Context: an optimization exercise on an open-source flow, tuned for small area, a short achievable clock period and few clock cycles per item. The choices shown serve that exercise and are no tape-out recipe. Where RTL was checked, it was by simulation tests only, not by an equivalence proof against the original. No functional check of the RTL was part of run 2.

==> flow/config.mk <==
export PLATFORM = sky130hd
export DESIGN_NAME = nn_top
export DESIGN_NICKNAME = nn_top
export VERILOG_FILES = /design/flow/design.v
export SDC_FILE = /design/flow/constraint.sdc
export NUM_CORES = 4
export LEC_CHECK = 0
export CAP_MARGIN = 20
export CORE_MARGIN = 2
export CORE_UTILIZATION = 40
export SLEW_MARGIN = 20
==> flow/constraint.sdc <==
create_clock -name core_clock -period 12.0 [get_ports {clk}]
set_input_delay 2.4000 -clock core_clock [delete_from_list [all_inputs] [get_ports {clk}]]
set_output_delay 2.4000 -clock core_clock [all_outputs]
set_load 0.01 [all_outputs]
==> flow/design.v <==
`default_nettype none
package nn_pkg;
  localparam int n_in  = 4;
  localparam int n_hid = 3;
  localparam int n_w1  = n_in * n_hid;
endpackage
`default_nettype wire
`timescale 1ns/1ps
`default_nettype none
module nn_ctrl (
  input  wire                                  clk,
  input  wire                                  rst_n,
  input  wire                                  in_valid_d,
  output logic [nn_pkg::n_in-1:0]              k_next,      
  output logic                                 l2_next,     
  output logic                                 mac_first,   
  output logic                                 l2,          
  output logic                                 rot_d,       
  output logic                                 out_valid
);
  typedef enum logic [2:0] {
    st_idle,
    st_burst,
    st_slow,
    st_l2,
    st_out
  } state_t;
  state_t     state;
  logic [2:0] cnt;      
  logic [2:0] sstep;    
  logic [3:0] k_n;      
  logic       first_n;
  logic       l2_n;
  logic       rot_n;
  logic       valid_n;
  always_comb begin
    k_n     = 4'b0000;
    first_n = 1'b1;
    l2_n    = 1'b0;
    rot_n   = 1'b0;
    valid_n = 1'b0;
    case (state)
      st_idle: begin
        if (in_valid_d) begin
          k_n = 4'b0001;
        end
      end
      st_burst: begin
        if (in_valid_d) begin
          first_n = 1'b0;
          case (cnt)
            3'd1:    k_n = 4'b0010;
            3'd2:    k_n = 4'b0100;
            3'd3:    k_n = 4'b1000;
            default: k_n = 4'b0000;
          endcase
        end else if (cnt == 3'd4) begin
          l2_n = 1'b1;
        end else begin
          rot_n = 1'b1;
        end
      end
      st_slow: begin
        first_n = (sstep == 3'd0) || (sstep == 3'd4);
        rot_n   = (sstep < 3'd3);
        case (sstep)
          3'd0:    k_n = 4'b0001;
          3'd1:    k_n = 4'b0010;
          3'd2:    k_n = 4'b0100;
          3'd3:    k_n = 4'b1000;
          default: l2_n = 1'b1;
        endcase
      end
      st_l2: begin
        valid_n = 1'b1;
      end
      default: begin
      end
    endcase
  end
  always_ff @(posedge clk or negedge rst_n) begin
    if (!rst_n) begin
      state <= st_idle;
      cnt   <= '0;
      sstep <= '0;
    end else begin
      case (state)
        st_idle: begin
          if (in_valid_d) begin
            state <= st_burst;
            cnt   <= 3'd1;
          end
        end
        st_burst: begin
          if (in_valid_d) begin
            if (cnt != 3'd5) cnt <= cnt + 3'd1;
          end else if (cnt == 3'd4) begin
            state <= st_l2;
          end else begin
            state <= st_slow;
            sstep <= '0;
          end
        end
        st_slow: begin
          sstep <= sstep + 3'd1;
          if (sstep == 3'd4) state <= st_l2;
        end
        st_l2: begin
          state <= st_out;
        end
        default: begin
          state <= st_idle;
        end
      endcase
    end
  end
  assign k_next  = k_n;
  assign l2_next = l2_n;
  always_ff @(posedge clk or negedge rst_n) begin
    if (!rst_n) begin
      mac_first <= 1'b0;
      l2        <= 1'b0;
      rot_d     <= 1'b0;
      out_valid <= 1'b0;
    end else begin
      mac_first <= first_n;
      l2        <= l2_n;
      rot_d     <= rot_n;
      out_valid <= valid_n;
    end
  end
endmodule
`default_nettype wire
`timescale 1ns/1ps
`default_nettype none
module nn_operand_store #(
  parameter int data_w = 16
) (
  input  wire                                         clk,
  input  wire                                         rst_n,
  input  wire                                         in_valid_w1,
  input  wire                                         in_valid_w2,
  input  wire                                         in_valid_d,
  input  wire                                         rot_d,
  input  wire  [data_w-1:0]                           weight1,
  input  wire  [data_w-1:0]                           weight2,
  input  wire  [data_w-1:0]                           data_point,
  output logic [nn_pkg::n_w1-1:0][data_w-1:0]         w1,
  output logic [nn_pkg::n_hid-1:0][data_w-1:0]        w2,
  output logic [nn_pkg::n_in-1:0][data_w-1:0]         d,
  output logic [nn_pkg::n_w1-1:0]                     w1_ok,
  output logic [nn_pkg::n_hid-1:0]                    w2_ok,
  output logic [nn_pkg::n_in-1:0]                     d_ok,
  output logic                                        d3_ok_next   
);
  assign d3_ok_next = in_valid_d | (rot_d ? d_ok[0] : d_ok[nn_pkg::n_in-1]);
  always_ff @(posedge clk) begin
    if (in_valid_w1) begin
      w1 <= {weight1, w1[nn_pkg::n_w1-1:1]};
    end
  end
  always_ff @(posedge clk) begin
    if (in_valid_w2) begin
      w2 <= {weight2, w2[nn_pkg::n_hid-1:1]};
    end
  end
  always_ff @(posedge clk) begin
    if (in_valid_d || rot_d) begin
      d <= {(in_valid_d ? data_point : d[0]), d[nn_pkg::n_in-1:1]};
    end
  end
  always_ff @(posedge clk or negedge rst_n) begin
    if (!rst_n) begin
      w1_ok <= '0;
      w2_ok <= '0;
      d_ok  <= '0;
    end else begin
      if (in_valid_w1) begin
        w1_ok <= {1'b1, w1_ok[nn_pkg::n_w1-1:1]};
      end
      if (in_valid_w2) begin
        w2_ok <= {1'b1, w2_ok[nn_pkg::n_hid-1:1]};
      end
      if (in_valid_d || rot_d) begin
        d_ok <= {(in_valid_d | d_ok[0]), d_ok[nn_pkg::n_in-1:1]};
      end
    end
  end
endmodule
`default_nettype wire
`timescale 1ns/1ps
`default_nettype none
module nn_mac_lane #(
  parameter int data_w = 16,
  parameter int lane   = 0
) (
  input  wire                                 clk,
  input  wire  [nn_pkg::n_in-1:0]             k_next,
  input  wire                                 l2_next,
  input  wire                                 x_ok_next,
  input  wire                                 mac_first,
  input  wire                                 l2,
  input  wire  [data_w-1:0]                   x,
  input  wire  [nn_pkg::n_w1-1:0][data_w-1:0] w1,
  input  wire  [nn_pkg::n_w1-1:0]             w1_ok,
  input  wire  [data_w-1:0]                   w2,
  input  wire                                 w2_ok,
  output logic [data_w-1:0]                   acc
);
  logic [data_w-1:0] w_n;
  logic [7:0]        one_n, two_n, neg_n;
  logic [7:0]        one, two, neg;
  logic [data_w-1:0] m_op;
  logic [data_w-1:0] addend;
  logic [data_w-1:0] nxt;
  always_comb begin
    w_n = l2_next && w2_ok ? w2 : '0;
    for (int i = 0; i < nn_pkg::n_in; i++) begin
      if (k_next[i] && x_ok_next && w1_ok[lane*nn_pkg::n_in + i]) begin
        w_n = w_n | w1[lane*nn_pkg::n_in + i];
      end
    end
  end
  nn_booth_enc u_enc (
    .x   (w_n),
    .one (one_n),
    .two (two_n),
    .neg (neg_n)
  );
  always_ff @(posedge clk) begin
    one <= one_n;
    two <= two_n;
    neg <= neg_n;
  end
  assign m_op   = l2 ? acc : x;
  assign addend = mac_first ? '0 : acc;
  nn_mul_add u_mul (
    .one (one),
    .two (two),
    .neg (neg),
    .w   (m_op),
    .add (addend),
    .y   (nxt)
  );
  always_ff @(posedge clk) begin
    acc <= (l2 && acc[data_w-1]) ? '0 : nxt;
  end
endmodule
module nn_mul_add (input wire [7:0] one, input wire [7:0] two, input wire [7:0] neg, input wire [15:0] w, input wire [15:0] add, output wire [15:0] y);
  wire b_one0 = one[0];
  wire b_two0 = two[0];
  wire b_neg0 = neg[0];
  wire pp0_0 = ((b_one0 & w[0])) ^ b_neg0;
  wire pp0_1 = ((b_one0 & w[1]) | (b_two0 & w[0])) ^ b_neg0;
  wire pp0_2 = ((b_one0 & w[2]) | (b_two0 & w[1])) ^ b_neg0;
  wire pp0_3 = ((b_one0 & w[3]) | (b_two0 & w[2])) ^ b_neg0;
  wire pp0_4 = ((b_one0 & w[4]) | (b_two0 & w[3])) ^ b_neg0;
  wire pp0_5 = ((b_one0 & w[5]) | (b_two0 & w[4])) ^ b_neg0;
  wire pp0_6 = ((b_one0 & w[6]) | (b_two0 & w[5])) ^ b_neg0;
  wire pp0_7 = ((b_one0 & w[7]) | (b_two0 & w[6])) ^ b_neg0;
  wire pp0_8 = ((b_one0 & w[8]) | (b_two0 & w[7])) ^ b_neg0;
  wire pp0_9 = ((b_one0 & w[9]) | (b_two0 & w[8])) ^ b_neg0;
  wire pp0_10 = ((b_one0 & w[10]) | (b_two0 & w[9])) ^ b_neg0;
  wire pp0_11 = ((b_one0 & w[11]) | (b_two0 & w[10])) ^ b_neg0;
  wire pp0_12 = ((b_one0 & w[12]) | (b_two0 & w[11])) ^ b_neg0;
  wire pp0_13 = ((b_one0 & w[13]) | (b_two0 & w[12])) ^ b_neg0;
  wire pp0_14 = ((b_one0 & w[14]) | (b_two0 & w[13])) ^ b_neg0;
  wire pp0_15 = ((b_one0 & w[15]) | (b_two0 & w[14])) ^ b_neg0;
  wire pp0_16 = ((b_one0 & w[15]) | (b_two0 & w[15])) ^ b_neg0;
  wire pp0_16n = ~pp0_16;
  wire b_one1 = one[1];
  wire b_two1 = two[1];
  wire b_neg1 = neg[1];
  wire pp1_0 = ((b_one1 & w[0])) ^ b_neg1;
  wire pp1_1 = ((b_one1 & w[1]) | (b_two1 & w[0])) ^ b_neg1;
  wire pp1_2 = ((b_one1 & w[2]) | (b_two1 & w[1])) ^ b_neg1;
  wire pp1_3 = ((b_one1 & w[3]) | (b_two1 & w[2])) ^ b_neg1;
  wire pp1_4 = ((b_one1 & w[4]) | (b_two1 & w[3])) ^ b_neg1;
  wire pp1_5 = ((b_one1 & w[5]) | (b_two1 & w[4])) ^ b_neg1;
  wire pp1_6 = ((b_one1 & w[6]) | (b_two1 & w[5])) ^ b_neg1;
  wire pp1_7 = ((b_one1 & w[7]) | (b_two1 & w[6])) ^ b_neg1;
  wire pp1_8 = ((b_one1 & w[8]) | (b_two1 & w[7])) ^ b_neg1;
  wire pp1_9 = ((b_one1 & w[9]) | (b_two1 & w[8])) ^ b_neg1;
  wire pp1_10 = ((b_one1 & w[10]) | (b_two1 & w[9])) ^ b_neg1;
  wire pp1_11 = ((b_one1 & w[11]) | (b_two1 & w[10])) ^ b_neg1;
  wire pp1_12 = ((b_one1 & w[12]) | (b_two1 & w[11])) ^ b_neg1;
  wire pp1_13 = ((b_one1 & w[13]) | (b_two1 & w[12])) ^ b_neg1;
  wire pp1_14 = ((b_one1 & w[14]) | (b_two1 & w[13])) ^ b_neg1;
  wire pp1_15 = ((b_one1 & w[15]) | (b_two1 & w[14])) ^ b_neg1;
  wire pp1_16 = ((b_one1 & w[15]) | (b_two1 & w[15])) ^ b_neg1;
  wire pp1_16n = ~pp1_16;
  wire b_one2 = one[2];
  wire b_two2 = two[2];
  wire b_neg2 = neg[2];
  wire pp2_0 = ((b_one2 & w[0])) ^ b_neg2;
  wire pp2_1 = ((b_one2 & w[1]) | (b_two2 & w[0])) ^ b_neg2;
  wire pp2_2 = ((b_one2 & w[2]) | (b_two2 & w[1])) ^ b_neg2;
  wire pp2_3 = ((b_one2 & w[3]) | (b_two2 & w[2])) ^ b_neg2;
  wire pp2_4 = ((b_one2 & w[4]) | (b_two2 & w[3])) ^ b_neg2;
  wire pp2_5 = ((b_one2 & w[5]) | (b_two2 & w[4])) ^ b_neg2;
  wire pp2_6 = ((b_one2 & w[6]) | (b_two2 & w[5])) ^ b_neg2;
  wire pp2_7 = ((b_one2 & w[7]) | (b_two2 & w[6])) ^ b_neg2;
  wire pp2_8 = ((b_one2 & w[8]) | (b_two2 & w[7])) ^ b_neg2;
  wire pp2_9 = ((b_one2 & w[9]) | (b_two2 & w[8])) ^ b_neg2;
  wire pp2_10 = ((b_one2 & w[10]) | (b_two2 & w[9])) ^ b_neg2;
  wire pp2_11 = ((b_one2 & w[11]) | (b_two2 & w[10])) ^ b_neg2;
  wire pp2_12 = ((b_one2 & w[12]) | (b_two2 & w[11])) ^ b_neg2;
  wire pp2_13 = ((b_one2 & w[13]) | (b_two2 & w[12])) ^ b_neg2;
  wire pp2_14 = ((b_one2 & w[14]) | (b_two2 & w[13])) ^ b_neg2;
  wire pp2_15 = ((b_one2 & w[15]) | (b_two2 & w[14])) ^ b_neg2;
  wire pp2_16 = ((b_one2 & w[15]) | (b_two2 & w[15])) ^ b_neg2;
  wire pp2_16n = ~pp2_16;
  wire b_one3 = one[3];
  wire b_two3 = two[3];
  wire b_neg3 = neg[3];
  wire pp3_0 = ((b_one3 & w[0])) ^ b_neg3;
  wire pp3_1 = ((b_one3 & w[1]) | (b_two3 & w[0])) ^ b_neg3;
  wire pp3_2 = ((b_one3 & w[2]) | (b_two3 & w[1])) ^ b_neg3;
  wire pp3_3 = ((b_one3 & w[3]) | (b_two3 & w[2])) ^ b_neg3;
  wire pp3_4 = ((b_one3 & w[4]) | (b_two3 & w[3])) ^ b_neg3;
  wire pp3_5 = ((b_one3 & w[5]) | (b_two3 & w[4])) ^ b_neg3;
  wire pp3_6 = ((b_one3 & w[6]) | (b_two3 & w[5])) ^ b_neg3;
  wire pp3_7 = ((b_one3 & w[7]) | (b_two3 & w[6])) ^ b_neg3;
  wire pp3_8 = ((b_one3 & w[8]) | (b_two3 & w[7])) ^ b_neg3;
  wire pp3_9 = ((b_one3 & w[9]) | (b_two3 & w[8])) ^ b_neg3;
  wire pp3_10 = ((b_one3 & w[10]) | (b_two3 & w[9])) ^ b_neg3;
  wire pp3_11 = ((b_one3 & w[11]) | (b_two3 & w[10])) ^ b_neg3;
  wire pp3_12 = ((b_one3 & w[12]) | (b_two3 & w[11])) ^ b_neg3;
  wire pp3_13 = ((b_one3 & w[13]) | (b_two3 & w[12])) ^ b_neg3;
  wire pp3_14 = ((b_one3 & w[14]) | (b_two3 & w[13])) ^ b_neg3;
  wire pp3_15 = ((b_one3 & w[15]) | (b_two3 & w[14])) ^ b_neg3;
  wire pp3_16 = ((b_one3 & w[15]) | (b_two3 & w[15])) ^ b_neg3;
  wire pp3_16n = ~pp3_16;
  wire b_one4 = one[4];
  wire b_two4 = two[4];
  wire b_neg4 = neg[4];
  wire pp4_0 = ((b_one4 & w[0])) ^ b_neg4;
  wire pp4_1 = ((b_one4 & w[1]) | (b_two4 & w[0])) ^ b_neg4;
  wire pp4_2 = ((b_one4 & w[2]) | (b_two4 & w[1])) ^ b_neg4;
  wire pp4_3 = ((b_one4 & w[3]) | (b_two4 & w[2])) ^ b_neg4;
  wire pp4_4 = ((b_one4 & w[4]) | (b_two4 & w[3])) ^ b_neg4;
  wire pp4_5 = ((b_one4 & w[5]) | (b_two4 & w[4])) ^ b_neg4;
  wire pp4_6 = ((b_one4 & w[6]) | (b_two4 & w[5])) ^ b_neg4;
  wire pp4_7 = ((b_one4 & w[7]) | (b_two4 & w[6])) ^ b_neg4;
  wire pp4_8 = ((b_one4 & w[8]) | (b_two4 & w[7])) ^ b_neg4;
  wire pp4_9 = ((b_one4 & w[9]) | (b_two4 & w[8])) ^ b_neg4;
  wire pp4_10 = ((b_one4 & w[10]) | (b_two4 & w[9])) ^ b_neg4;
  wire pp4_11 = ((b_one4 & w[11]) | (b_two4 & w[10])) ^ b_neg4;
  wire pp4_12 = ((b_one4 & w[12]) | (b_two4 & w[11])) ^ b_neg4;
  wire pp4_13 = ((b_one4 & w[13]) | (b_two4 & w[12])) ^ b_neg4;
  wire pp4_14 = ((b_one4 & w[14]) | (b_two4 & w[13])) ^ b_neg4;
  wire pp4_15 = ((b_one4 & w[15]) | (b_two4 & w[14])) ^ b_neg4;
  wire b_one5 = one[5];
  wire b_two5 = two[5];
  wire b_neg5 = neg[5];
  wire pp5_0 = ((b_one5 & w[0])) ^ b_neg5;
  wire pp5_1 = ((b_one5 & w[1]) | (b_two5 & w[0])) ^ b_neg5;
  wire pp5_2 = ((b_one5 & w[2]) | (b_two5 & w[1])) ^ b_neg5;
  wire pp5_3 = ((b_one5 & w[3]) | (b_two5 & w[2])) ^ b_neg5;
  wire pp5_4 = ((b_one5 & w[4]) | (b_two5 & w[3])) ^ b_neg5;
  wire pp5_5 = ((b_one5 & w[5]) | (b_two5 & w[4])) ^ b_neg5;
  wire pp5_6 = ((b_one5 & w[6]) | (b_two5 & w[5])) ^ b_neg5;
  wire pp5_7 = ((b_one5 & w[7]) | (b_two5 & w[6])) ^ b_neg5;
  wire pp5_8 = ((b_one5 & w[8]) | (b_two5 & w[7])) ^ b_neg5;
  wire pp5_9 = ((b_one5 & w[9]) | (b_two5 & w[8])) ^ b_neg5;
  wire pp5_10 = ((b_one5 & w[10]) | (b_two5 & w[9])) ^ b_neg5;
  wire pp5_11 = ((b_one5 & w[11]) | (b_two5 & w[10])) ^ b_neg5;
  wire pp5_12 = ((b_one5 & w[12]) | (b_two5 & w[11])) ^ b_neg5;
  wire pp5_13 = ((b_one5 & w[13]) | (b_two5 & w[12])) ^ b_neg5;
  wire b_one6 = one[6];
  wire b_two6 = two[6];
  wire b_neg6 = neg[6];
  wire pp6_0 = ((b_one6 & w[0])) ^ b_neg6;
  wire pp6_1 = ((b_one6 & w[1]) | (b_two6 & w[0])) ^ b_neg6;
  wire pp6_2 = ((b_one6 & w[2]) | (b_two6 & w[1])) ^ b_neg6;
  wire pp6_3 = ((b_one6 & w[3]) | (b_two6 & w[2])) ^ b_neg6;
  wire pp6_4 = ((b_one6 & w[4]) | (b_two6 & w[3])) ^ b_neg6;
  wire pp6_5 = ((b_one6 & w[5]) | (b_two6 & w[4])) ^ b_neg6;
  wire pp6_6 = ((b_one6 & w[6]) | (b_two6 & w[5])) ^ b_neg6;
  wire pp6_7 = ((b_one6 & w[7]) | (b_two6 & w[6])) ^ b_neg6;
  wire pp6_8 = ((b_one6 & w[8]) | (b_two6 & w[7])) ^ b_neg6;
  wire pp6_9 = ((b_one6 & w[9]) | (b_two6 & w[8])) ^ b_neg6;
  wire pp6_10 = ((b_one6 & w[10]) | (b_two6 & w[9])) ^ b_neg6;
  wire pp6_11 = ((b_one6 & w[11]) | (b_two6 & w[10])) ^ b_neg6;
  wire b_one7 = one[7];
  wire b_two7 = two[7];
  wire b_neg7 = neg[7];
  wire pp7_0 = ((b_one7 & w[0])) ^ b_neg7;
  wire pp7_1 = ((b_one7 & w[1]) | (b_two7 & w[0])) ^ b_neg7;
  wire pp7_2 = ((b_one7 & w[2]) | (b_two7 & w[1])) ^ b_neg7;
  wire pp7_3 = ((b_one7 & w[3]) | (b_two7 & w[2])) ^ b_neg7;
  wire pp7_4 = ((b_one7 & w[4]) | (b_two7 & w[3])) ^ b_neg7;
  wire pp7_5 = ((b_one7 & w[5]) | (b_two7 & w[4])) ^ b_neg7;
  wire pp7_6 = ((b_one7 & w[6]) | (b_two7 & w[5])) ^ b_neg7;
  wire pp7_7 = ((b_one7 & w[7]) | (b_two7 & w[6])) ^ b_neg7;
  wire pp7_8 = ((b_one7 & w[8]) | (b_two7 & w[7])) ^ b_neg7;
  wire pp7_9 = ((b_one7 & w[9]) | (b_two7 & w[8])) ^ b_neg7;
  wire s1 = b_neg7 ^ add[6];
  wire c2 = b_neg7 & add[6];
  wire s3 = add[7] ^ pp0_15;
  wire c4 = add[7] & pp0_15;
  wire s5 = add[8] ^ pp0_16;
  wire c6 = add[8] & pp0_16;
  wire s7 = add[9] ^ pp0_16;
  wire c8 = add[9] & pp0_16;
  wire s9 = add[10] ^ pp0_16n;
  wire c10 = add[10] & pp0_16n;
  wire s11 = b_neg4 ^ add[0];
  wire c12 = b_neg4 & add[0];
  wire s13 = add[1] ^ pp0_9;
  wire c14 = add[1] & pp0_9;
  wire s15 = b_neg5 ^ add[2] ^ pp0_10;
  wire c16 = (b_neg5 & add[2]) | (b_neg5 & pp0_10) | (add[2] & pp0_10);
  wire s17 = pp1_8 ^ pp2_6;
  wire c18 = pp1_8 & pp2_6;
  wire s19 = add[3] ^ pp0_11 ^ pp1_9;
  wire c20 = (add[3] & pp0_11) | (add[3] & pp1_9) | (pp0_11 & pp1_9);
  wire s21 = pp2_7 ^ pp3_5;
  wire c22 = pp2_7 & pp3_5;
  wire s23 = b_neg6 ^ add[4] ^ pp0_12;
  wire c24 = (b_neg6 & add[4]) | (b_neg6 & pp0_12) | (add[4] & pp0_12);
  wire s25 = pp1_10 ^ pp2_8 ^ pp3_6;
  wire c26 = (pp1_10 & pp2_8) | (pp1_10 & pp3_6) | (pp2_8 & pp3_6);
  wire s27 = pp4_4 ^ pp5_2;
  wire c28 = pp4_4 & pp5_2;
  wire s29 = add[5] ^ pp0_13 ^ pp1_11;
  wire c30 = (add[5] & pp0_13) | (add[5] & pp1_11) | (pp0_13 & pp1_11);
  wire s31 = pp2_9 ^ pp3_7 ^ pp4_5;
  wire c32 = (pp2_9 & pp3_7) | (pp2_9 & pp4_5) | (pp3_7 & pp4_5);
  wire s33 = pp5_3 ^ pp6_1;
  wire c34 = pp5_3 & pp6_1;
  wire s35 = s1 ^ pp0_14 ^ pp1_12;
  wire c36 = (s1 & pp0_14) | (s1 & pp1_12) | (pp0_14 & pp1_12);
  wire s37 = pp2_10 ^ pp3_8 ^ pp4_6;
  wire c38 = (pp2_10 & pp3_8) | (pp2_10 & pp4_6) | (pp3_8 & pp4_6);
  wire s39 = pp5_4 ^ pp6_2 ^ pp7_0;
  wire c40 = (pp5_4 & pp6_2) | (pp5_4 & pp7_0) | (pp6_2 & pp7_0);
  wire s41 = c2 ^ pp1_13 ^ pp2_11;
  wire c42 = (c2 & pp1_13) | (c2 & pp2_11) | (pp1_13 & pp2_11);
  wire s43 = pp3_9 ^ pp4_7 ^ pp5_5;
  wire c44 = (pp3_9 & pp4_7) | (pp3_9 & pp5_5) | (pp4_7 & pp5_5);
  wire s45 = pp6_3 ^ pp7_1 ^ s3;
  wire c46 = (pp6_3 & pp7_1) | (pp6_3 & s3) | (pp7_1 & s3);
  wire s47 = pp1_14 ^ pp2_12 ^ pp3_10;
  wire c48 = (pp1_14 & pp2_12) | (pp1_14 & pp3_10) | (pp2_12 & pp3_10);
  wire s49 = pp4_8 ^ pp5_6 ^ pp6_4;
  wire c50 = (pp4_8 & pp5_6) | (pp4_8 & pp6_4) | (pp5_6 & pp6_4);
  wire s51 = pp7_2 ^ c4 ^ s5;
  wire c52 = (pp7_2 & c4) | (pp7_2 & s5) | (c4 & s5);
  wire s53 = pp1_15 ^ pp2_13 ^ pp3_11;
  wire c54 = (pp1_15 & pp2_13) | (pp1_15 & pp3_11) | (pp2_13 & pp3_11);
  wire s55 = pp4_9 ^ pp5_7 ^ pp6_5;
  wire c56 = (pp4_9 & pp5_7) | (pp4_9 & pp6_5) | (pp5_7 & pp6_5);
  wire s57 = pp7_3 ^ c6 ^ s7;
  wire c58 = (pp7_3 & c6) | (pp7_3 & s7) | (c6 & s7);
  wire s59 = pp1_16n ^ pp2_14 ^ pp3_12;
  wire c60 = (pp1_16n & pp2_14) | (pp1_16n & pp3_12) | (pp2_14 & pp3_12);
  wire s61 = pp4_10 ^ pp5_8 ^ pp6_6;
  wire c62 = (pp4_10 & pp5_8) | (pp4_10 & pp6_6) | (pp5_8 & pp6_6);
  wire s63 = pp7_4 ^ c8 ^ s9;
  wire c64 = (pp7_4 & c8) | (pp7_4 & s9) | (c8 & s9);
  wire s65 = 1'b1 ^ add[11] ^ pp2_15;
  wire c66 = (1'b1 & add[11]) | (1'b1 & pp2_15) | (add[11] & pp2_15);
  wire s67 = pp3_13 ^ pp4_11 ^ pp5_9;
  wire c68 = (pp3_13 & pp4_11) | (pp3_13 & pp5_9) | (pp4_11 & pp5_9);
  wire s69 = pp6_7 ^ pp7_5 ^ c10;
  wire c70 = (pp6_7 & pp7_5) | (pp6_7 & c10) | (pp7_5 & c10);
  wire s71 = add[12] ^ pp2_16n ^ pp3_14;
  wire c72 = (add[12] & pp2_16n) | (add[12] & pp3_14) | (pp2_16n & pp3_14);
  wire s73 = pp4_12 ^ pp5_10 ^ pp6_8;
  wire c74 = (pp4_12 & pp5_10) | (pp4_12 & pp6_8) | (pp5_10 & pp6_8);
  wire s75 = 1'b1 ^ add[13] ^ pp3_15;
  wire c76 = (1'b1 & add[13]) | (1'b1 & pp3_15) | (add[13] & pp3_15);
  wire s77 = pp4_13 ^ pp5_11;
  wire c78 = pp4_13 & pp5_11;
  wire s79 = add[14] ^ pp3_16n ^ pp4_14;
  wire c80 = (add[14] & pp3_16n) | (add[14] & pp4_14) | (pp3_16n & pp4_14);
  wire s81 = 1'b1 ^ add[15];
  wire c82 = 1'b1 & add[15];
  wire s83 = b_neg3 ^ pp0_6;
  wire c84 = b_neg3 & pp0_6;
  wire s85 = pp0_7 ^ pp1_5;
  wire c86 = pp0_7 & pp1_5;
  wire s87 = s11 ^ pp0_8 ^ pp1_6;
  wire c88 = (s11 & pp0_8) | (s11 & pp1_6) | (pp0_8 & pp1_6);
  wire s89 = pp2_4 ^ pp3_2;
  wire c90 = pp2_4 & pp3_2;
  wire s91 = c12 ^ pp1_7 ^ pp2_5;
  wire c92 = (c12 & pp1_7) | (c12 & pp2_5) | (pp1_7 & pp2_5);
  wire s93 = pp3_3 ^ pp4_1 ^ s13;
  wire c94 = (pp3_3 & pp4_1) | (pp3_3 & s13) | (pp4_1 & s13);
  wire s95 = pp3_4 ^ pp4_2 ^ pp5_0;
  wire c96 = (pp3_4 & pp4_2) | (pp3_4 & pp5_0) | (pp4_2 & pp5_0);
  wire s97 = c14 ^ s17 ^ s15;
  wire c98 = (c14 & s17) | (c14 & s15) | (s17 & s15);
  wire s99 = pp4_3 ^ pp5_1 ^ c18;
  wire c100 = (pp4_3 & pp5_1) | (pp4_3 & c18) | (pp5_1 & c18);
  wire s101 = s21 ^ c16 ^ s19;
  wire c102 = (s21 & c16) | (s21 & s19) | (c16 & s19);
  wire s103 = pp6_0 ^ c22 ^ s27;
  wire c104 = (pp6_0 & c22) | (pp6_0 & s27) | (c22 & s27);
  wire s105 = c20 ^ s23 ^ s25;
  wire c106 = (c20 & s23) | (c20 & s25) | (s23 & s25);
  wire s107 = c28 ^ s33 ^ c24;
  wire c108 = (c28 & s33) | (c28 & c24) | (s33 & c24);
  wire s109 = c26 ^ s29 ^ s31;
  wire c110 = (c26 & s29) | (c26 & s31) | (s29 & s31);
  wire s111 = c34 ^ c30 ^ c32;
  wire c112 = (c34 & c30) | (c34 & c32) | (c30 & c32);
  wire s113 = s35 ^ s37 ^ s39;
  wire c114 = (s35 & s37) | (s35 & s39) | (s37 & s39);
  wire s115 = c36 ^ c38 ^ c40;
  wire c116 = (c36 & c38) | (c36 & c40) | (c38 & c40);
  wire s117 = s41 ^ s43 ^ s45;
  wire c118 = (s41 & s43) | (s41 & s45) | (s43 & s45);
  wire s119 = c42 ^ c44 ^ s47;
  wire c120 = (c42 & c44) | (c42 & s47) | (c44 & s47);
  wire s121 = s49 ^ c46 ^ s51;
  wire c122 = (s49 & c46) | (s49 & s51) | (c46 & s51);
  wire s123 = c48 ^ c50 ^ s53;
  wire c124 = (c48 & c50) | (c48 & s53) | (c50 & s53);
  wire s125 = s55 ^ c52 ^ s57;
  wire c126 = (s55 & c52) | (s55 & s57) | (c52 & s57);
  wire s127 = c54 ^ c56 ^ s59;
  wire c128 = (c54 & c56) | (c54 & s59) | (c56 & s59);
  wire s129 = s61 ^ c58 ^ s63;
  wire c130 = (s61 & c58) | (s61 & s63) | (c58 & s63);
  wire s131 = c60 ^ c62 ^ s65;
  wire c132 = (c60 & c62) | (c60 & s65) | (c62 & s65);
  wire s133 = s67 ^ c64 ^ s69;
  wire c134 = (s67 & c64) | (s67 & s69) | (c64 & s69);
  wire s135 = pp7_6 ^ c66 ^ c68;
  wire c136 = (pp7_6 & c66) | (pp7_6 & c68) | (c66 & c68);
  wire s137 = s71 ^ s73 ^ c70;
  wire c138 = (s71 & s73) | (s71 & c70) | (s73 & c70);
  wire s139 = pp6_9 ^ pp7_7 ^ s77;
  wire c140 = (pp6_9 & pp7_7) | (pp6_9 & s77) | (pp7_7 & s77);
  wire s141 = c72 ^ c74 ^ s75;
  wire c142 = (c72 & c74) | (c72 & s75) | (c74 & s75);
  wire s143 = pp5_12 ^ pp6_10 ^ pp7_8;
  wire c144 = (pp5_12 & pp6_10) | (pp5_12 & pp7_8) | (pp6_10 & pp7_8);
  wire s145 = c78 ^ c76 ^ s79;
  wire c146 = (c78 & c76) | (c78 & s79) | (c76 & s79);
  wire s147 = s81 ^ pp4_15 ^ pp5_13;
  wire c148 = (s81 & pp4_15) | (s81 & pp5_13) | (pp4_15 & pp5_13);
  wire s149 = pp6_11 ^ pp7_9 ^ c80;
  wire c150 = (pp6_11 & pp7_9) | (pp6_11 & c80) | (pp7_9 & c80);
  wire s151 = b_neg2 ^ pp0_4;
  wire c152 = b_neg2 & pp0_4;
  wire s153 = pp0_5 ^ pp1_3;
  wire c154 = pp0_5 & pp1_3;
  wire s155 = pp1_4 ^ pp2_2 ^ pp3_0;
  wire c156 = (pp1_4 & pp2_2) | (pp1_4 & pp3_0) | (pp2_2 & pp3_0);
  wire s157 = pp2_3 ^ pp3_1 ^ c84;
  wire c158 = (pp2_3 & pp3_1) | (pp2_3 & c84) | (pp3_1 & c84);
  wire s159 = pp4_0 ^ c86 ^ s89;
  wire c160 = (pp4_0 & c86) | (pp4_0 & s89) | (c86 & s89);
  wire s161 = c90 ^ c88 ^ s91;
  wire c162 = (c90 & c88) | (c90 & s91) | (c88 & s91);
  wire s163 = c92 ^ s95 ^ c94;
  wire c164 = (c92 & s95) | (c92 & c94) | (s95 & c94);
  wire s165 = c96 ^ s99 ^ c98;
  wire c166 = (c96 & s99) | (c96 & c98) | (s99 & c98);
  wire s167 = c100 ^ s103 ^ c102;
  wire c168 = (c100 & s103) | (c100 & c102) | (s103 & c102);
  wire s169 = c104 ^ c106 ^ s107;
  wire c170 = (c104 & c106) | (c104 & s107) | (c106 & s107);
  wire s171 = c108 ^ c110 ^ s111;
  wire c172 = (c108 & c110) | (c108 & s111) | (c110 & s111);
  wire s173 = c112 ^ c114 ^ s115;
  wire c174 = (c112 & c114) | (c112 & s115) | (c114 & s115);
  wire s175 = c116 ^ s119 ^ c118;
  wire c176 = (c116 & s119) | (c116 & c118) | (s119 & c118);
  wire s177 = c120 ^ s123 ^ c122;
  wire c178 = (c120 & s123) | (c120 & c122) | (s123 & c122);
  wire s179 = c124 ^ s127 ^ c126;
  wire c180 = (c124 & s127) | (c124 & c126) | (s127 & c126);
  wire s181 = c128 ^ s131 ^ c130;
  wire c182 = (c128 & s131) | (c128 & c130) | (s131 & c130);
  wire s183 = c132 ^ s135 ^ c134;
  wire c184 = (c132 & s135) | (c132 & c134) | (s135 & c134);
  wire s185 = c136 ^ s139 ^ s141;
  wire c186 = (c136 & s139) | (c136 & s141) | (s139 & s141);
  wire s187 = s143 ^ c140 ^ c142;
  wire c188 = (s143 & c140) | (s143 & c142) | (c140 & c142);
  wire s189 = c144 ^ s147 ^ c146;
  wire c190 = (c144 & s147) | (c144 & c146) | (s147 & c146);
  wire s191 = b_neg1 ^ pp0_2;
  wire c192 = b_neg1 & pp0_2;
  wire s193 = pp0_3 ^ pp1_1;
  wire c194 = pp0_3 & pp1_1;
  wire s195 = pp1_2 ^ pp2_0 ^ s151;
  wire c196 = (pp1_2 & pp2_0) | (pp1_2 & s151) | (pp2_0 & s151);
  wire s197 = pp2_1 ^ c152 ^ s153;
  wire c198 = (pp2_1 & c152) | (pp2_1 & s153) | (c152 & s153);
  wire s199 = c154 ^ s83 ^ s155;
  wire c200 = (c154 & s83) | (c154 & s155) | (s83 & s155);
  wire s201 = s85 ^ c156 ^ s157;
  wire c202 = (s85 & c156) | (s85 & s157) | (c156 & s157);
  wire s203 = s87 ^ c158 ^ s159;
  wire c204 = (s87 & c158) | (s87 & s159) | (c158 & s159);
  wire s205 = c160 ^ s93 ^ s161;
  wire c206 = (c160 & s93) | (c160 & s161) | (s93 & s161);
  wire s207 = c162 ^ s97 ^ s163;
  wire c208 = (c162 & s97) | (c162 & s163) | (s97 & s163);
  wire s209 = s101 ^ c164 ^ s165;
  wire c210 = (s101 & c164) | (s101 & s165) | (c164 & s165);
  wire s211 = s105 ^ c166 ^ s167;
  wire c212 = (s105 & c166) | (s105 & s167) | (c166 & s167);
  wire s213 = s109 ^ c168 ^ s169;
  wire c214 = (s109 & c168) | (s109 & s169) | (c168 & s169);
  wire s215 = s113 ^ c170 ^ s171;
  wire c216 = (s113 & c170) | (s113 & s171) | (c170 & s171);
  wire s217 = s117 ^ c172 ^ s173;
  wire c218 = (s117 & c172) | (s117 & s173) | (c172 & s173);
  wire s219 = s121 ^ c174 ^ s175;
  wire c220 = (s121 & c174) | (s121 & s175) | (c174 & s175);
  wire s221 = s125 ^ c176 ^ s177;
  wire c222 = (s125 & c176) | (s125 & s177) | (c176 & s177);
  wire s223 = s129 ^ c178 ^ s179;
  wire c224 = (s129 & c178) | (s129 & s179) | (c178 & s179);
  wire s225 = s133 ^ c180 ^ s181;
  wire c226 = (s133 & c180) | (s133 & s181) | (c180 & s181);
  wire s227 = s137 ^ c182 ^ s183;
  wire c228 = (s137 & c182) | (s137 & s183) | (c182 & s183);
  wire s229 = c138 ^ s185 ^ c184;
  wire c230 = (c138 & s185) | (c138 & c184) | (s185 & c184);
  wire s231 = s145 ^ c186 ^ s187;
  wire c232 = (s145 & c186) | (s145 & s187) | (c186 & s187);
  wire s233 = s149 ^ c188 ^ s189;
  wire c234 = (s149 & c188) | (s149 & s189) | (c188 & s189);
  wire [23:0] ra = {c232, s231, c228, c226, c224, c222, c220, c218, c216, c214, c212, c210, c208, c206, c204, c202, c200, c198, c196, c194, c192, pp1_0, pp0_1, b_neg0};
  wire [23:0] rb = {s233, c230, s229, s227, s225, s223, s221, s219, s217, s215, s213, s211, s209, s207, s205, s203, s201, s199, s197, s195, s193, s191, 1'b0, pp0_0};
  wire [23:0] sum = ra + rb;
  assign y = sum[23:8];
endmodule
module nn_booth_enc (input wire [15:0] x, output wire [7:0] one, output wire [7:0] two, output wire [7:0] neg);
  assign one[0] = x[0] ^ 1'b0;
  assign two[0] = (x[1] & ~x[0] & ~1'b0) | (~x[1] & x[0] & 1'b0);
  assign neg[0] = x[1];
  assign one[1] = x[2] ^ x[1];
  assign two[1] = (x[3] & ~x[2] & ~x[1]) | (~x[3] & x[2] & x[1]);
  assign neg[1] = x[3];
  assign one[2] = x[4] ^ x[3];
  assign two[2] = (x[5] & ~x[4] & ~x[3]) | (~x[5] & x[4] & x[3]);
  assign neg[2] = x[5];
  assign one[3] = x[6] ^ x[5];
  assign two[3] = (x[7] & ~x[6] & ~x[5]) | (~x[7] & x[6] & x[5]);
  assign neg[3] = x[7];
  assign one[4] = x[8] ^ x[7];
  assign two[4] = (x[9] & ~x[8] & ~x[7]) | (~x[9] & x[8] & x[7]);
  assign neg[4] = x[9];
  assign one[5] = x[10] ^ x[9];
  assign two[5] = (x[11] & ~x[10] & ~x[9]) | (~x[11] & x[10] & x[9]);
  assign neg[5] = x[11];
  assign one[6] = x[12] ^ x[11];
  assign two[6] = (x[13] & ~x[12] & ~x[11]) | (~x[13] & x[12] & x[11]);
  assign neg[6] = x[13];
  assign one[7] = x[14] ^ x[13];
  assign two[7] = (x[15] & ~x[14] & ~x[13]) | (~x[15] & x[14] & x[13]);
  assign neg[7] = x[15];
endmodule
`default_nettype wire
`timescale 1ns/1ps
`default_nettype none
module nn_hidden_layer #(
  parameter int data_w = 16
) (
  input  wire                                          clk,
  input  wire  [nn_pkg::n_in-1:0]                      k_next,
  input  wire                                          l2_next,
  input  wire                                          x_ok_next,
  input  wire                                          mac_first,
  input  wire                                          l2,
  input  wire  [data_w-1:0]                            x,
  input  wire  [nn_pkg::n_w1-1:0][data_w-1:0]          w1,
  input  wire  [nn_pkg::n_w1-1:0]                      w1_ok,
  input  wire  [nn_pkg::n_hid-1:0][data_w-1:0]         w2,
  input  wire  [nn_pkg::n_hid-1:0]                     w2_ok,
  output logic [nn_pkg::n_hid-1:0][data_w-1:0]         acc
);
  for (genvar lane = 0; lane < nn_pkg::n_hid; lane++) begin : g_lane
    nn_mac_lane #(
      .data_w (data_w),
      .lane   (lane)
    ) u_lane (
      .clk       (clk),
      .k_next    (k_next),
      .l2_next   (l2_next),
      .x_ok_next (x_ok_next),
      .mac_first (mac_first),
      .l2        (l2),
      .x         (x),
      .w1        (w1),
      .w1_ok     (w1_ok),
      .w2        (w2[lane]),
      .w2_ok     (w2_ok[lane]),
      .acc       (acc[lane])
    );
  end
endmodule
`default_nettype wire
`timescale 1ns/1ps
`default_nettype none
module nn_output_neuron #(
  parameter int data_w = 16
) (
  input  wire                                          valid,
  input  wire  [nn_pkg::n_hid-1:0][data_w-1:0]         p,
  output logic [data_w-1:0]                            out
);
  logic [data_w-1:0] sum;
  assign sum = p[0] + p[1] + p[2];
  assign out = valid ? sum : '0;
endmodule
`default_nettype wire
`timescale 1ns/1ps
`default_nettype none
module nn_top #(
  parameter int data_w = 16,
  parameter int frac_w = 8
) (
  input  wire                clk,
  input  wire                rst_n,
  input  wire                in_valid_w1,
  input  wire                in_valid_w2,
  input  wire                in_valid_d,
  input  wire  [data_w-1:0]  weight1,
  input  wire  [data_w-1:0]  weight2,
  input  wire  [data_w-1:0]  data_point,
  output logic               out_valid,
  output logic [data_w-1:0]  out
);
  logic                                  mac_first;
  logic [nn_pkg::n_in-1:0]               k_next;
  logic                                  l2_next;
  logic                                  d3_ok_next;
  logic [nn_pkg::n_w1-1:0]               w1_ok;
  logic [nn_pkg::n_hid-1:0]              w2_ok;
  logic [nn_pkg::n_in-1:0]               d_ok;
  logic                                  l2;
  logic                                  rot_d;
  logic [nn_pkg::n_w1-1:0][data_w-1:0]   w1;
  logic [nn_pkg::n_hid-1:0][data_w-1:0]  w2;
  logic [nn_pkg::n_in-1:0][data_w-1:0]   d;
  logic [nn_pkg::n_hid-1:0][data_w-1:0]  acc;
  nn_ctrl u_ctrl (
    .clk        (clk),
    .rst_n      (rst_n),
    .in_valid_d (in_valid_d),
    .k_next     (k_next),
    .l2_next    (l2_next),
    .mac_first  (mac_first),
    .l2         (l2),
    .rot_d      (rot_d),
    .out_valid  (out_valid)
  );
  nn_operand_store #(
    .data_w (data_w)
  ) u_store (
    .clk         (clk),
    .rst_n       (rst_n),
    .in_valid_w1 (in_valid_w1),
    .in_valid_w2 (in_valid_w2),
    .in_valid_d  (in_valid_d),
    .rot_d       (rot_d),
    .weight1     (weight1),
    .weight2     (weight2),
    .data_point  (data_point),
    .w1          (w1),
    .w2          (w2),
    .d           (d),
    .w1_ok       (w1_ok),
    .w2_ok       (w2_ok),
    .d_ok        (d_ok),
    .d3_ok_next  (d3_ok_next)
  );
  nn_hidden_layer #(
    .data_w (data_w)
  ) u_hidden (
    .clk       (clk),
    .k_next    (k_next),
    .l2_next   (l2_next),
    .x_ok_next (d3_ok_next),
    .mac_first (mac_first),
    .l2        (l2),
    .x         (d[nn_pkg::n_in-1]),
    .w1        (w1),
    .w1_ok     (w1_ok),
    .w2        (w2),
    .w2_ok     (w2_ok),
    .acc       (acc)
  );
  nn_output_neuron #(
    .data_w (data_w)
  ) u_output (
    .valid (out_valid),
    .p     (acc),
    .out   (out)
  );
endmodule
`default_nettype wire
==> flow/flow/run.sh <==
#!/bin/bash
set -euo pipefail
bash standard.sh SETUP_SLACK_MARGIN=6.5 finish > standard_flow.log 2>&1
==> flow/standard.sh <==
#!/bin/bash
# synth_recipe.tcl (not shown) runs the flow's synth.tcl, then flattens the netlist and writes it again
# the make line also repeats each setting of config.mk as NAME=value (left out here)
make -C /OpenROAD-flow-scripts/flow DESIGN_CONFIG=/design/flow/config.mk WORK_HOME=/design/flow/orfs CLKGATE_MAP_FILE= SYNTH_SCRIPT=/design/flow/synth_recipe.tcl "${@:-finish}"
==> impl_metrics.csv, run 1 <==
group,metric,value,unit
place,dp_hpwl,66560,µm
clock_network,clk_pin_slew,60,ps
place,dpl_worst_slack,5571,ps
clock_network,clk_latency,630,ps
grt,grt_pass1_vias,23610,
layout,multi_input_area,0.02056,mm²
place,dp.cells,4104,
setup_path,startpoint_type,"register",
route,vias,23640,
synthesis,syn_area,0.03389,mm²
route,first_pass_iters,8,
clock_network,cts_sinks,456,
layout,fin_util,46.31,%
worst_hold_path,hold_start,"u_store.d[37]",
clock_network,cts_tree,"built",
timing,finClkSkew,55.46,ps
setup_path,crit_path_cell_trace,"fa_1, ha_2, fa_2, a21o_1, a21oi_2, o21bai_1, a21o_1, a21oi_4, buf_4, buf_6, o21ai_1, a211oi_2, nor3_1, buf_2",
synthesis,syn_nets,3572,
clock_network,root_buffer,"clkbuf_16",
timing,finalSetupTns,0,ps
synthesis,synth_area_leaders,"edfxtp_1 27%, fa_1 17%, xnor2_1 8.3%",
setup_path,cp-end-kind,"output pin",
clock_network,cts.path.max_buffers,3,
worst_hold_path,hp-class,"reg -> reg",
floorplan,die_w,295.1,µm
floorplan,start_util,40.43,%
layout,drive_gt1_share,15.47,%
floorplan,die_h,295.1,µm
route,via_per_inst,5.518,
layout,fill_cells,7768,
place,port_buffers,69,
grt,grt_max_degree,77,
layout,regArea,0.01234,mm²
timing,layout_setup_ws,5956,ps
grt,grtUsageTotal,21.89,%
timing,grt_setup_unrepaired,"true",
synthesis,synth_cell_types,74,
setup_path,crit_slowest_cell,"fa_1",
layout,final_common_cell,"inv_1",
layout,fin_nets,3602,
floorplan,dieArea,0.08706,mm²
place,gp_congestion,0.8777,
timing,fmax,0.1654,GHz
clock_network,htreeDepth,2,
synthesis,syn_inst,3080,
worst_hold_path,holdPathStages,0,
clock_network,numCtsBuffers,47,
timing,maxSlewHeadroom,15.47,%
grt,antenna_found_initial,3,
setup_path,max_stage_delay,480,ps
floorplan,core,0.08382,mm²
setup_path,r2r_start,"u_ctrl.l2",
timing,tightest_slew,1266,ps
route,wl,95640,µm
outcome,status,"finished clean",
synthesis,synth_flop_cell,"edfxtp_1",
route,wl_per_cell,22.32,µm
layout,syn2layout_area_growth,14.54,%
layout,fin_cells,4284,
grt,grt_pass1_wl,145700,µm
setup_path,cp.arrival,3640,ps
grt,overflow,0,
synthesis,ys_async_sr_fraction,7.018,%
route,final_antenna_net_count,0,
synthesis,synth_seq_cells,456,
layout,final_cell_mix,"326 x inv_1, 314 x xnor2_1, 308 x a22oi_1",
timing,period_needed,6044,ps
clock_network,holdBufCountCts,0,
job,cap_violations,0,
floorplan,io_pins,70,
timing,slew_violations,0,
setup_path,critPathBufInv,3,
setup_path,cp_num_cells,14,
synthesis,ys_seq_area_share,36.39,%
floorplan,rows,106,
worst_hold_path,worstHoldEndpoint,"u_store.d[21]",
route,drc,0,
setup_path,r2r_slack,6400,ps
synthesis,yosysWarnings,5,
setup_path,reg2regPathDepth,20,
setup_path,required,9600,ps
timing,period_share,50.37,%
setup_path,crit_family,"compound AO/OA/AOI/OAI gates",
setup_path,r2r_end,"u_hidden.g_lane[0].u_lane.acc[15]",
timing,setup_viol,0,
setup_path,worstPathMaxFanout,3,
synthesis,syn_avg_cell_area,11.00,µm²
route,drt_iter0_drc,2121,
setup_path,path_class,"reg -> out",
synthesis,yosysTopAreaCell,"edfxtp_1",
synthesis,synth_top_area_share,26.94,%
setup_path,path_common_cell,"a21o_1",
timing,hold_viol,0,
synthesis,synth_edf_count,304,
==> final cells by class <==
cell class	instances	area share, %
antenna	2	0.01289
clock inverter	23	0.5029
sequential	456	31.80
tap	1134	3.655
clock buffer	64	3.404
multi-input combinational	2076	52.98
timing repair buffer	189	4.355
inverter	340	3.288
==> worst reg2reg max path, stage by stage (launching register included) <==
cell and delay (ps):
dfrtp_2 440, buf_12 150, buf_8 120, buf_16 140
buf_6 140, mux2_4 390, a22oi_2 250, xor2_2 190
fa_2 460, fa_2 340, inv_1 80, fa_1 450
fa_1 550, ha_4 320, nand4_1 110, or3_4 390
a211oi_4 240, nor3_2 100, o21bai_2 260, a21oi_1 110
a311o_1 270
==> Yosys cell counts, types with 8 or more instances <==
cell type / count
or2_2: 8
a21oi_1: 51
xor2_1: 123
ha_1: 150
and2_1: 14
nor2_1: 76
xnor2_1: 321
a221o_1: 29
fa_1: 289
o21ai_0: 40
edfxtp_1: 304
a221oi_1: 35
mux2_2: 47
dfrtp_1: 32
nand3_1: 15
mux2i_1: 26
clkbuf_1: 172
nand4_1: 12
nand2_1: 200
a221oi_2: 11
dfxtp_1: 120
inv_2: 10
buf_2: 20
inv_1: 330
a21o_1: 33
buf_1: 19
nand2b_1: 45
o21bai_1: 10
nor3_1: 27
a31oi_1: 11
and3_1: 28
nor2b_1: 37
a22oi_1: 347
==> cells by family (layout without fill, tap and decap cells) <==
kind of cell    count (synthesis)  in the layout  share of synthesized area (%)
xor+xnor                      444            444                          11.48
buf+inv                       555            616                          6.292
flops                         456            456                          36.39
mux                            76             83                          2.463
fa+ha+maj                     439            439                          22.61
compound gates                618            618                          13.77
simple gates                  492            492                          6.997
other cells                     0              2                              0
==> sequential cells by signal, summed over array words and instances, names as in the netlist, 4 cells and up <==
register and flops:
u_store.d 64, u_store.w2 48, u_store.w1_ok 12, u_store.w1 192, u_hidden.g_lane.u_lane.one 24, u_hidden.g_lane.u_lane.neg 24
u_hidden.g_lane.u_lane.two 24, u_store.d_ok 4, u_hidden.g_lane.u_lane.acc 48
==> how the worst max path moves through the flow <==
stage / startpoint / to / slack (ps)
final: u_hidden.g_lane[0].u_lane.acc[1] / out[11] / 5960
after detailed placement: u_hidden.g_lane[1].u_lane.acc[1] / out[15] / 5570
after global placement: u_hidden.g_lane[1].u_lane.acc[1] / out[15] / 5640
after floorplan: u_ctrl.l2 / u_hidden.g_lane[0].u_lane.acc[15] / 6500
after global routing: u_hidden.g_lane[0].u_lane.acc[1] / out[15] / 5870
after CTS: u_hidden.g_lane[0].u_lane.acc[1] / out[15] / 6040
==> layer usage <==
layer / vias to the layer above / wire (µm) / track usage [%]
met4: 2 / 3677 / 7.738
li1: 10680 / - / -
met1: 11810 / 41460 / 30.37
met5: - / 13 / 0
met2: 959 / 43630 / 34.93
met3: 188 / 6862 / 3.270
==> stage by stage <==
stage               area (µm²)  hold slack (ps)
floorplan                33960            400.3
global placement         35430            401.8
detailed placement       35430            404.5
CTS                      37880            419.3
global route             38810            415.5
finish                   38820            406.1
==> repair_timing <==
item / in CTS / in global routing
endpoints found under the setup margin: 43 / 49
pin swaps: 50 / 74
gates resized for setup: 173 / 139
cloned: 7 / 3
setup buffers: 41 / 40
Testbench counts, summed over its fixed seeds: cycles 22,400, inferences 3,200.
==> inputs of run 2 (changes only) <==
--- a/flow/design.v
+++ b/flow/design.v
@@ -153,4 +153,6 @@
   output logic [nn_pkg::n_in-1:0]                     d_ok,
-  output logic                                        d3_ok_next   
+  output logic                                        d3_ok_next,  
+  output logic [data_w-1:0]                           d3_next      
 );
+  assign d3_next = in_valid_d ? data_point : (rot_d ? d[0] : d[nn_pkg::n_in-1]);
   assign d3_ok_next = in_valid_d | (rot_d ? d_ok[0] : d_ok[nn_pkg::n_in-1]);
@@ -168,3 +170,3 @@
     if (in_valid_d || rot_d) begin
-      d <= {(in_valid_d ? data_point : d[0]), d[nn_pkg::n_in-1:1]};
+      d <= {d3_next, d[nn_pkg::n_in-1:1]};
     end
@@ -200,5 +202,5 @@
   input  wire                                 x_ok_next,
+  input  wire  [data_w-1:0]                   x_next,
   input  wire                                 mac_first,
   input  wire                                 l2,
-  input  wire  [data_w-1:0]                   x,
   input  wire  [nn_pkg::n_w1-1:0][data_w-1:0] w1,
@@ -207,3 +209,3 @@
   input  wire                                 w2_ok,
-  output logic [data_w-1:0]                   acc
+  output logic [data_w-1:0]                   p     
 );
@@ -212,3 +214,4 @@
   logic [7:0]        one, two, neg;
-  logic [data_w-1:0] m_op;
+  logic [data_w-1:0] m;
+  logic [data_w-1:0] acc;
   logic [data_w-1:0] addend;
@@ -233,4 +236,4 @@
     neg <= neg_n;
+    m   <= l2_next ? nxt : x_next;
   end
-  assign m_op   = l2 ? acc : x;
   assign addend = mac_first ? '0 : acc;
@@ -240,3 +243,3 @@
     .neg (neg),
-    .w   (m_op),
+    .w   (m),
     .add (addend),
@@ -245,4 +248,5 @@
   always_ff @(posedge clk) begin
-    acc <= (l2 && acc[data_w-1]) ? '0 : nxt;
+    acc <= nxt;
   end
+  assign p = (l2 && !m[data_w-1]) ? nxt : '0;
 endmodule
@@ -674,3 +678,3 @@
   input  wire                                          l2,
-  input  wire  [data_w-1:0]                            x,
+  input  wire  [data_w-1:0]                            x_next,
   input  wire  [nn_pkg::n_w1-1:0][data_w-1:0]          w1,
@@ -679,3 +683,3 @@
   input  wire  [nn_pkg::n_hid-1:0]                     w2_ok,
-  output logic [nn_pkg::n_hid-1:0][data_w-1:0]         acc
+  output logic [nn_pkg::n_hid-1:0][data_w-1:0]         p
 );
@@ -692,3 +696,3 @@
       .l2        (l2),
-      .x         (x),
+      .x_next    (x_next),
       .w1        (w1),
@@ -697,3 +701,3 @@
       .w2_ok     (w2_ok[lane]),
-      .acc       (acc[lane])
+      .p         (p[lane])
     );
@@ -707,3 +711,4 @@
 ) (
-  input  wire                                          valid,
+  input  wire                                          clk,
+  input  wire                                          rst_n,
   input  wire  [nn_pkg::n_hid-1:0][data_w-1:0]         p,
@@ -711,5 +716,16 @@
 );
-  logic [data_w-1:0] sum;
-  assign sum = p[0] + p[1] + p[2];
-  assign out = valid ? sum : '0;
+  logic [data_w-1:0] ps;    
+  logic [data_w-1:0] pc;    
+  always_ff @(posedge clk or negedge rst_n) begin
+    if (!rst_n) begin
+      ps <= '0;
+      pc <= '0;
+    end else begin
+      ps <= p[0] ^ p[1] ^ p[2];
+      pc <= {((p[0][data_w-2:0] & p[1][data_w-2:0]) |
+              (p[0][data_w-2:0] & p[2][data_w-2:0]) |
+              (p[1][data_w-2:0] & p[2][data_w-2:0])), 1'b0};
+    end
+  end
+  assign out = ps + pc;
 endmodule
@@ -745,3 +761,4 @@
   logic [nn_pkg::n_in-1:0][data_w-1:0]   d;
-  logic [nn_pkg::n_hid-1:0][data_w-1:0]  acc;
+  logic [nn_pkg::n_hid-1:0][data_w-1:0]  p;
+  logic [data_w-1:0]                     d3_next;
   nn_ctrl u_ctrl (
@@ -775,3 +792,4 @@
     .d_ok        (d_ok),
-    .d3_ok_next  (d3_ok_next)
+    .d3_ok_next  (d3_ok_next),
+    .d3_next     (d3_next)
   );
@@ -786,3 +804,3 @@
     .l2        (l2),
-    .x         (d[nn_pkg::n_in-1]),
+    .x_next    (d3_next),
     .w1        (w1),
@@ -791,3 +809,3 @@
     .w2_ok     (w2_ok),
-    .acc       (acc)
+    .p         (p)
   );
@@ -796,4 +814,5 @@
   ) u_output (
-    .valid (out_valid),
-    .p     (acc),
+    .clk   (clk),
+    .rst_n (rst_n),
+    .p     (p),
     .out   (out)
==> flow/flow/run.sh (replaced) <==
#!/bin/bash
set -euo pipefail
bash standard.sh SETUP_SLACK_MARGIN=7.0 finish > standard_flow.log 2>&1
==> impl_metrics.csv, run 2 <==
group,metric,value,unit
layout,largest_reg_flops,192,
layout,drive_gt1_share,19.82,%
synthesis,syn_nets,3665,
timing,slew_violations,0,
synthesis,synth_edf_count,304,
route,wl_per_cell,22.70,µm
layout,syn2layout_area_growth,17.40,%
grt,grt_pass1_wl,151700,µm
setup_path,crit_path_cell_trace,"buf_12, buf_12, buf_16, buf_12, nand2b_4, fa_2, fa_1, inv_1, fa_1, fa_1, ha_4, and3_4, nand4_1, o21a_2, o21ai_4, a21oi_4, o21ai_1, xnor2_2, nand2_1, fa_2, inv_1",
synthesis,synth_flop_cell,"edfxtp_1",
synthesis,yosysMostFrequentCell,"inv_1",
route,drt_iter0_drc,2376,
synthesis,synth_top_area_share,25.60,%
grt,overflow,0,
floorplan,core,0.08837,mm²
grt,grt_max_degree,91,
timing,period_share,46.41,%
clock_network,numCtsBuffers,56,
synthesis,ys_seq_area_share,39.45,%
job,cap_violations,0,
synthesis,yosysTopAreaCell,"edfxtp_1",
synthesis,syn_area,0.03566,mm²
synthesis,ys_async_sr_fraction,11.78,%
route,final_antenna_net_count,0,
grt,grt_pass1_vias,24580,
layout,fill_cells,7957,
timing,setup_viol,0,
worst_hold_path,hold_start,"u_store.d[25]",
place,port_buffers,69,
setup_path,max_stage_delay,590,ps
layout,final_cell_mix,"406 x inv_1, 341 x a22oi_1, 304 x edfxtp_1",
floorplan,start_util,40.35,%
floorplan,die_w,302.6,µm
timing,period_needed,5569,ps
layout,fin_cells,4426,
synthesis,synth_cell_types,86,
route,drc,0,
setup_path,cp.arrival,6050,ps
setup_path,cp-end-kind,"register",
floorplan,dieArea,0.09156,mm²
timing,tightest_slew,1085,ps
worst_hold_path,hp-class,"reg -> reg",
grt,antenna_found_initial,4,
clock_network,root_buffer,"clkbuf_16",
setup_path,r2r_end,"u_output.ps[14]",
clock_network,cts_tree,"built",
setup_path,r2r_start,"u_ctrl.mac_first",
setup_path,crit_slowest_cell,"fa_2",
clock_network,clk_latency,650,ps
setup_path,crit_start,"u_ctrl.mac_first",
route,first_pass_iters,7,
clock_network,clk_pin_slew,70,ps
grt,grtUsageTotal,21.74,%
layout,largest_register,"u_store.w1",
timing,grt_setup_unrepaired,"true",
synthesis,synthTopCellsByCount,"423 x inv_1, 347 x a22oi_1, 320 x xnor2_1",
setup_path,path_class,"reg -> reg",
layout,largest_registers,"u_store.w1 x192, u_store.d x64",
clock_network,cts_sinks,535,
timing,maxSlewHeadroom,27.66,%
floorplan,die_h,302.6,µm
place,dp_hpwl,69640,µm
outcome,status,"finished clean",
place,gp_congestion,0.8925,
synthesis,synth_area_leaders,"edfxtp_1 26%, fa_1 16%, dfxtp_1 9.4%",
timing,finalSetupTns,0,ps
place,dp.cells,4219,
route,via_per_inst,5.421,
setup_path,startpoint_type,"register",
route,wl,100500,µm
clock_network,cts.path.max_buffers,3,
layout,fin_nets,3704,
worst_hold_path,worstHoldEndpoint,"u_store.d[9]",
clock_network,htreeDepth,2,
setup_path,reg2regPathDepth,21,
timing,finClkSkew,67.82,ps
synthesis,yosysWarnings,6,
route,vias,23990,
worst_hold_path,holdPathStages,0,
timing,hold_viol,0,
setup_path,worstPathMaxFanout,6,
synthesis,syn_inst,3173,
floorplan,rows,109,
setup_path,r2r_slack,6430,ps
setup_path,required,12490,ps
timing,fmax,0.1796,GHz
layout,final_common_cell,"inv_1",
synthesis,synth_seq_cells,535,
floorplan,io_pins,70,
synthesis,syn_avg_cell_area,11.24,µm²
## run 2: changes by cell type in the layout (fill, tap and decap cells not counted), sizes merged, moves of 20 or more
cell    before  now
inv        343  440
mux2        57   11
nand2      200  149
dfxtp      120  168
a221o       29    0
dfrtp       32   63
o21ai       44   89
a222oi       0   32
and3        28    8
## run 2: final cells by class
type                            count  area, µm²  share of cell area (%)
Multi-Input combinational cell   1981      20660                   49.35
Sequential cell                   535      14270                   34.08
Timing Repair Buffer              200       1899                   4.536
Inverter                          438       1654                   3.951
Clock buffer                       79       1622                   3.873
Tap cell                         1165       1458                   3.482
Clock inverter                     26      299.0                  0.7142
Antenna cell                        2      5.005                 0.01195
## run 2: critical path, delay by kind of cell, from the launching register on
family / cells / cell delay [ps]
flip-flops: 1 / 440
adder cells (fa/ha/maj): 6 / 2730
buffers and inverters: 6 / 630
AND/OR/NAND/NOR: 4 / 550
XOR/XNOR: 1 / 180
AO/OA/AOI/OAI: 4 / 900
## run 2: worst max path at each step
stage	endpoint	slack [ps]	cells after the start
floorplan	u_output.ps[11]	6910	19
global placement	u_hidden.g_lane[1].u_lane.two[2]	5650	13
detailed placement	u_hidden.g_lane[1].u_lane.two[2]	5630	13
CTS	u_output.ps[11]	6440	18
global route	u_output.ps[14]	6300	21
finish	u_output.ps[14]	6430	21
## run 2: timing repair
item,in CTS,in global routing
gates resized for setup,324,192
setup buffers,45,49
gates cloned,3,3
setup endpoints to repair,149,112
pin swaps,45,84
hold buffers,0,0
## run 2: per-layer routing
| metal | track usage [%] | up-vias | part of all wire, % |
|---|---|---|---|
| met5 | 0 | - | 0 |
| met4 | 6.193 | 0 | 3.1 |
| met3 | 2.864 | 164 | 6.9 |
| met2 | 34.84 | 949 | 46 |
| met1 | 30.92 | 12000 | 44 |
| li1 | - | 10880 | - |
## run 2: per-stage QoR
step	utilization, %	area [µm²]	setup slack, ps	hold WS [ps]
2_1_floorplan	-	36010	6912	400.3
3_3_place_gp	42.13	37240	5653	400.6
4_1_cts	45.90	40570	6443	413.3
3_5_place_dp	42.13	37240	5625	404.5
5_1_grt	47.37	41860	6300	422.1
6_report	47.38	41870	6431	410.0
## run 2: cells by family after synthesis
family | after synthesis | synth area share, %
buffers and inverters | 657 | 7.133
flip-flops | 535 | 39.45
multiplexers | 48 | 1.386
AO/OA/AOI/OAI | 668 | 14.16
AND/OR/NAND/NOR | 372 | 5.199
XOR/XNOR | 454 | 11.19
adder cells (fa/ha/maj) | 439 | 21.49

## separate check: timing with driven ports
The results above use ideal ports. As a check the final layouts listed here were re-extracted and re-timed, cells and wires unchanged. Step 1 sets driving cells, clkbuf_16 on the clock port and buf_2 on the other inputs (assumed; they add their load-dependent delay and slew). Step 2 times the ports against the registers' clock, not the clock port: input delays grow and output delays shrink by t, the midpoint of the rising clock arrivals with the driver on. Slacks: ideal / step 1 / step 2; pairs: ideal / step 1.
| run | shift t [ns] | setup WS [ns] | worst setup path at the end | worst slew at a driven data input, ns | pins driven straight from the clock port |
|---|---|---|---|---|---|
| run 1 | 0.661 | 5.956 / 5.897 / 6.134 | input to register | 0.13 | 1 |
| run 2 | 0.676 | 6.431 / 6.431 / 6.431 | register to register | 0.05 | 1 |
After both steps every run listed still meets setup and hold.
